This design comes from an exercise in tuning for small area on the open sky130 flow, not from production work.
Function was checked by simulation only, so behaviour that the tests miss may differ from the original.

==> run a: inputs <==
==> flow/design.v (excerpt) <==
module decodeExecute
(
  input  logic     CLK,
  input  logic     nRST,
  input  cpuTypesPkg::word_t    instr,
  input  cpuTypesPkg::word_t    pc,
  input  logic     enable,
  input  logic     flush,
  input  logic     wbWen,
  input  cpuTypesPkg::regAddr_t wbReg,
  input  cpuTypesPkg::word_t    wbData,
  output cpuTypesPkg::word_t    exResult,
  output cpuTypesPkg::regAddr_t destReg,
  output logic     regWen,
  output logic     memToReg,
  output logic     dRen,
  output logic     dWen,
  output cpuTypesPkg::word_t    storeData,
  output logic     branchTaken,
  output cpuTypesPkg::word_t    branchTarget
);
==> flow/config.mk <==
export PLATFORM = sky130hd
export DESIGN_NAME = decodeExecute
export DESIGN_NICKNAME = decodeExecute
export VERILOG_FILES = /design/flow/design.v
export SDC_FILE = /design/flow/constraint.sdc
export NUM_CORES = 4
export LEC_CHECK = 0
export CAP_MARGIN = 20
export CORE_MARGIN = 2
export CORE_UTILIZATION = 55
export CTS_BUF_LIST = sky130_fd_sc_hd__clkbuf_16
export CTS_CLUSTER_DIAMETER = 80
export CTS_CLUSTER_SIZE = 25
export SLEW_MARGIN = 20
export SYNTH_HIERARCHICAL = 1
export SYNTH_MINIMUM_KEEP_SIZE = 0
==> flow/constraint.sdc <==
create_clock -name core_clock -period 10.0 [get_ports {CLK}]
set_input_delay 2.0000 -clock core_clock [delete_from_list [all_inputs] [get_ports {CLK}]]
set_output_delay 2.0000 -clock core_clock [all_outputs]
set_load 0.01 [all_outputs]
standard.sh (not shown) runs the stock make flow with config.mk's settings and CLKGATE_MAP_FILE= SYNTH_SCRIPT=/design/flow/synth_recipe.tcl, a recipe that flattens the netlist after the stock synthesis.
==> flow/flow/run.sh <==
#!/bin/bash
# The standard ORFS layout (standard.sh, standard synthesis unchanged) with two
# settings changed: ports are buffered with buf_1 instead of the default buffer, and
# clock tree synthesis inserts no dummy loads. Each tool's output is in
# orfs/logs/...; make's own output goes to flow_make.log in the work folder.
set -euo pipefail
export BUFFER_PORTS_ARGS="-buffer_cell sky130_fd_sc_hd__buf_1"
export CTS_ARGS="-sink_clustering_enable -repair_clock_nets -buf_list sky130_fd_sc_hd__clkbuf_8 -sink_clustering_size 16 -sink_clustering_max_diameter 70 -dont_use_dummy_load"
bash standard.sh > flow_make.log 2>&1
==> inputs of run b, as changes to run a <==
--- a/flow/design.v
+++ b/flow/design.v
@@ -178,77 +178,64 @@
 );
   assign y = ~(({32{s0}} & a0) | ({32{s1}} & a1));
 endmodule
 `timescale 1ns/1ns
 module pipeRegIdEx
 (
-  input  logic  CLK,
-  input  logic  nRST,
-  input  logic  enable,
-  input  logic  flush,
-  input  logic  regWenIn,
-  input  logic  dRenIn,
-  input  logic  dWenIn,
-  input  logic  branchTakenIn,
-  input  cpuTypesPkg::regAddr_t destRegIn,
-  input  cpuTypesPkg::word_t    exResultIn,
-  input  cpuTypesPkg::word_t    targetIn,
-  output logic  regWen,
-  output logic  dRen,
-  output logic  dWen,
-  output logic  branchTaken,
-  output cpuTypesPkg::regAddr_t destReg,
-  output cpuTypesPkg::word_t    exResult,
-  output cpuTypesPkg::word_t    target
+  input  logic        CLK,
+  input  logic        nRST,
+  input  logic        enable,
+  input  logic        flush,
+  input  logic [5:0]  opIn,
+  input  logic [25:0] fieldsIn,
+  input  logic        eqIn,
+  input  cpuTypesPkg::word_t pIn,
+  input  cpuTypesPkg::word_t qIn,
+  output logic        valid,
+  output logic [5:0]  op,
+  output logic [25:0] fields,
+  output logic        eq,
+  output cpuTypesPkg::word_t p,
+  output cpuTypesPkg::word_t q
 );
   always_ff @(posedge CLK or negedge nRST)
   begin
     if (!nRST)
-    begin
-      regWen      <= 1'b0;               
-      dRen        <= 1'b0;
-      dWen        <= 1'b0;
-      branchTaken <= 1'b0;
-    end
+      valid <= 1'b0;                     
     else if (flush)
-    begin
-      regWen      <= 1'b0;               
-      dRen        <= 1'b0;
-      dWen        <= 1'b0;
-      branchTaken <= 1'b0;
-    end
+      valid <= 1'b0;                     
     else if (enable)
-    begin
-      regWen      <= regWenIn;
-      dRen        <= dRenIn;
-      dWen        <= dWenIn;
-      branchTaken <= branchTakenIn;
-    end
+      valid <= 1'b1;
   end
   always_ff @(posedge CLK)
   begin
     if (enable)
     begin
-      destReg  <= destRegIn;
-      exResult <= exResultIn;
-      target   <= targetIn;
+      op     <= opIn;
+      fields <= fieldsIn;
+      eq     <= eqIn;
+      p      <= pIn;
+      q      <= qIn;
     end
   end
 endmodule
 `timescale 1ns/1ns
 module executeStage
 (
+  input  logic        valid,
   input  logic [5:0]  op,
   input  logic [25:0] fields,
   input  logic        eq,
   input  cpuTypesPkg::word_t p,
   input  cpuTypesPkg::word_t q,
   output cpuTypesPkg::word_t    exResult,
-  output cpuTypesPkg::word_t    target,       
+  output cpuTypesPkg::word_t    storeData,
+  output cpuTypesPkg::word_t    branchTarget,
   output cpuTypesPkg::regAddr_t destReg,
   output logic     regWen,
+  output logic     memToReg,
   output logic     dRen,
   output logic     dWen,
   output logic     branchTaken
 );
   logic [5:0]  fn;
   logic [15:0] imm;
@@ -267,17 +254,19 @@
     endcase
     case (op)
       6'h03, 6'h09, 6'h0A, 6'h0C, 6'h0D, 6'h0E, 6'h0F, 6'h23: iWen = 1'b1;
       default:                                                iWen = 1'b0;
     endcase
   end
-  assign regWen      = isR ? rWen : iWen;
-  assign dRen        = (op == 6'h23);
-  assign dWen        = (op == 6'h2B);
-  assign branchTaken = (isR && fn == 6'h08) || op == 6'h02 || op == 6'h03
-                    || (op == 6'h04 && eq) || (op == 6'h05 && !eq);
+  assign regWen      = valid && (isR ? rWen : iWen);
+  assign dRen        = valid && (op == 6'h23);
+  assign dWen        = valid && (op == 6'h2B);
+  assign branchTaken = valid && ((isR && fn == 6'h08) || op == 6'h02 || op == 6'h03
+                              || (op == 6'h04 && eq) || (op == 6'h05 && !eq));
+  assign storeData = q;
+  assign memToReg  = dRen;
   assign destReg = isR ? fields[15:11] :
                    (!op[5] && !op[3]) ? 5'd31 : fields[20:16];
   logic ySelQ, ySext, yZext, yLui, yBr, sub, four, sltSigned;
   logic rShR, rShL, rSum, rSlt, mNor, mPr, mG;
   assign ySelQ = isR && fn[5];                                
   assign ySext = !isR && (op[5] || (op[3] && !op[2]));        
@@ -368,18 +357,16 @@
     .out   (resultOut)
   );
   assign exResult = {resultOut[31:1], resultOut[0] | (rSlt & s[34])};
   logic jSel;
   assign jSel = !isR && !op[2];
   targetMux i_targetMux (
-    .q      (q),
     .sum    (sum),
     .jt     (fields[25:0]),
-    .selQ   (op[5]),
     .selJ   (jSel),
-    .target (target)
+    .target (branchTarget)
   );
 endmodule
 module operandY
 (
   input  cpuTypesPkg::word_t q,
   input  logic [15:0]        imm,
@@ -440,21 +427,18 @@
              | ({32{mNor}}  & ~(lpr | lg))
              | ({32{rShR}}  & shR)
              | ({32{rShL}}  & shRev);
 endmodule
 module targetMux
 (
-  input  cpuTypesPkg::word_t q,
   input  cpuTypesPkg::word_t sum,
   input  logic [25:0]        jt,
-  input  logic               selQ,
   input  logic               selJ,
   output cpuTypesPkg::word_t target
 );
-  assign target = selQ ? q :
-                  selJ ? {sum[31:28], jt, 2'b00} : sum;
+  assign target = selJ ? {sum[31:28], jt, 2'b00} : sum;
 endmodule
 module prefixCarry
 (
   input  logic [34:0] g,
   input  logic [34:0] pr,
   output logic [34:0] c
@@ -579,24 +563,22 @@
   output logic     dRen,
   output logic     dWen,
   output cpuTypesPkg::word_t    storeData,
   output logic     branchTaken,
   output cpuTypesPkg::word_t    branchTarget
 );
-  cpuTypesPkg::word_t    rdat1;
-  cpuTypesPkg::word_t    rdat2;
-  logic                  usePc;
-  logic                  useRs;
-  logic                  idRegWen;
-  logic                  idDRen;
-  logic                  idDWen;
-  logic                  idBranchTaken;
-  cpuTypesPkg::regAddr_t idDestReg;
-  cpuTypesPkg::word_t    idExResult;
-  cpuTypesPkg::word_t    idTarget;
-  cpuTypesPkg::word_t    exTarget;
+  cpuTypesPkg::word_t rdat1;
+  cpuTypesPkg::word_t rdat2;
+  logic               usePc;
+  logic               useRs;
+  logic               exValid;
+  logic [5:0]         exOp;
+  logic [25:0]        exFields;
+  logic               exEq;
+  cpuTypesPkg::word_t exP;
+  cpuTypesPkg::word_t exQ;
   controlDecoder i_controlDecoder (
     .instr (instr),
     .usePc (usePc),
     .useRs (useRs)
   );
   registerFile i_registerFile (
@@ -607,44 +589,41 @@
     .wbData (wbData),
     .rs     (instr[25:21]),
     .rt     (instr[20:16]),
     .rdat1  (rdat1),
     .rdat2  (rdat2)
   );
+  pipeRegIdEx i_pipeRegIdEx (
+    .CLK      (CLK),
+    .nRST     (nRST),
+    .enable   (enable),
+    .flush    (flush),
+    .opIn     (instr[31:26]),
+    .fieldsIn (instr[25:0]),
+    .eqIn     (rdat1 == rdat2),
+    .pIn      (({32{usePc}} & pc) | ({32{useRs}} & rdat1)),
+    .qIn      (rdat2),
+    .valid    (exValid),
+    .op       (exOp),
+    .fields   (exFields),
+    .eq       (exEq),
+    .p        (exP),
+    .q        (exQ)
+  );
   executeStage i_executeStage (
-    .op          (instr[31:26]),
-    .fields      (instr[25:0]),
-    .eq          (rdat1 == rdat2),
-    .p           (({32{usePc}} & pc) | ({32{useRs}} & rdat1)),
-    .q           (rdat2),
-    .exResult    (idExResult),
-    .target      (idTarget),
-    .destReg     (idDestReg),
-    .regWen      (idRegWen),
-    .dRen        (idDRen),
-    .dWen        (idDWen),
-    .branchTaken (idBranchTaken)
+    .valid        (exValid),
+    .op           (exOp),
+    .fields       (exFields),
+    .eq           (exEq),
+    .p            (exP),
+    .q            (exQ),
+    .exResult     (exResult),
+    .storeData    (storeData),
+    .branchTarget (branchTarget),
+    .destReg      (destReg),
+    .regWen       (regWen),
+    .memToReg     (memToReg),
+    .dRen         (dRen),
+    .dWen         (dWen),
+    .branchTaken  (branchTaken)
   );
-  pipeRegIdEx i_pipeRegIdEx (
-    .CLK           (CLK),
-    .nRST          (nRST),
-    .enable        (enable),
-    .flush         (flush),
-    .regWenIn      (idRegWen),
-    .dRenIn        (idDRen),
-    .dWenIn        (idDWen),
-    .branchTakenIn (idBranchTaken),
-    .destRegIn     (idDestReg),
-    .exResultIn    (idExResult),
-    .targetIn      (idTarget),
-    .regWen        (regWen),
-    .dRen          (dRen),
-    .dWen          (dWen),
-    .branchTaken   (branchTaken),
-    .destReg       (destReg),
-    .exResult      (exResult),
-    .target        (exTarget)
-  );
-  assign memToReg     = dRen;
-  assign storeData    = exTarget;
-  assign branchTarget = exTarget;
 endmodule
==> reports/results.ini <==
[final_layout]
final_nets = 3741
diodes = 9
syn_to_final_growth_pct = 4.61

[sta]
max_freq_ghz = 0.116
skew_ns = 0.0792
hold_slack_ns = 0.466

[global_route]
grt_start_max_net_pins = 74

[routing]
routed-wl-met2_um = 92600

[setup_path]
path_depth = 21

[worst_hold_path]
min_from = i_registerFile.valid[22]

[outcome]
outcome = timing/DRC/antenna clean

[pwr]
seqPwrFrac_pct = 58.1

Source of the figures above: run a

==> reports/results.ini <==
[outcome]
outcome = timing/DRC/antenna clean

[sta]
max_freq_ghz = 0.119
hold_slack_ns = 0.470

[global_route]
grt_start_max_net_pins = 70

[worst_hold_path]
min_from = i_registerFile.valid[31]

[routing]
routed-wl-met2_um = 92900

[final_layout]
diodes = 12
syn_to_final_growth_pct = 4.43
final_nets = 3688

Source of the figures above: run b

## what the ideal ports hide
Ports are ideal in the flow. The routed layouts listed here were re-timed in OpenROAD. Step 1 assumes that a clkbuf_16 drives the clock port and a buf_2 every other input. Step 2 moves the port delays by t, midway between the first and last clock arrival at a register: inputs arrive t later, outputs are due t later. That takes back most of the time a late clock gives input paths. Three values: ideal ports, drivers, drivers and shift; two values: the first two.
| run | t (ns) | setup WS [ns] | latest minus earliest clock arrival (ns) | slew at the worst register clock pin (ns) |
|---|---|---|---|---|
| run a | 0.824 | 1.374 / 1.372 / 0.549 | 0.120 / 0.121 | 0.11 / 0.11 |
| run b | 0.836 | 1.583 / 1.509 / 2.344 | 0.089 / 0.089 | 0.11 / 0.11 |
After both steps every run listed still meets setup and hold. For run a, which loses most, drivers alone change the setup slack by -0.002 ns; drivers and shift together by -0.825 ns.
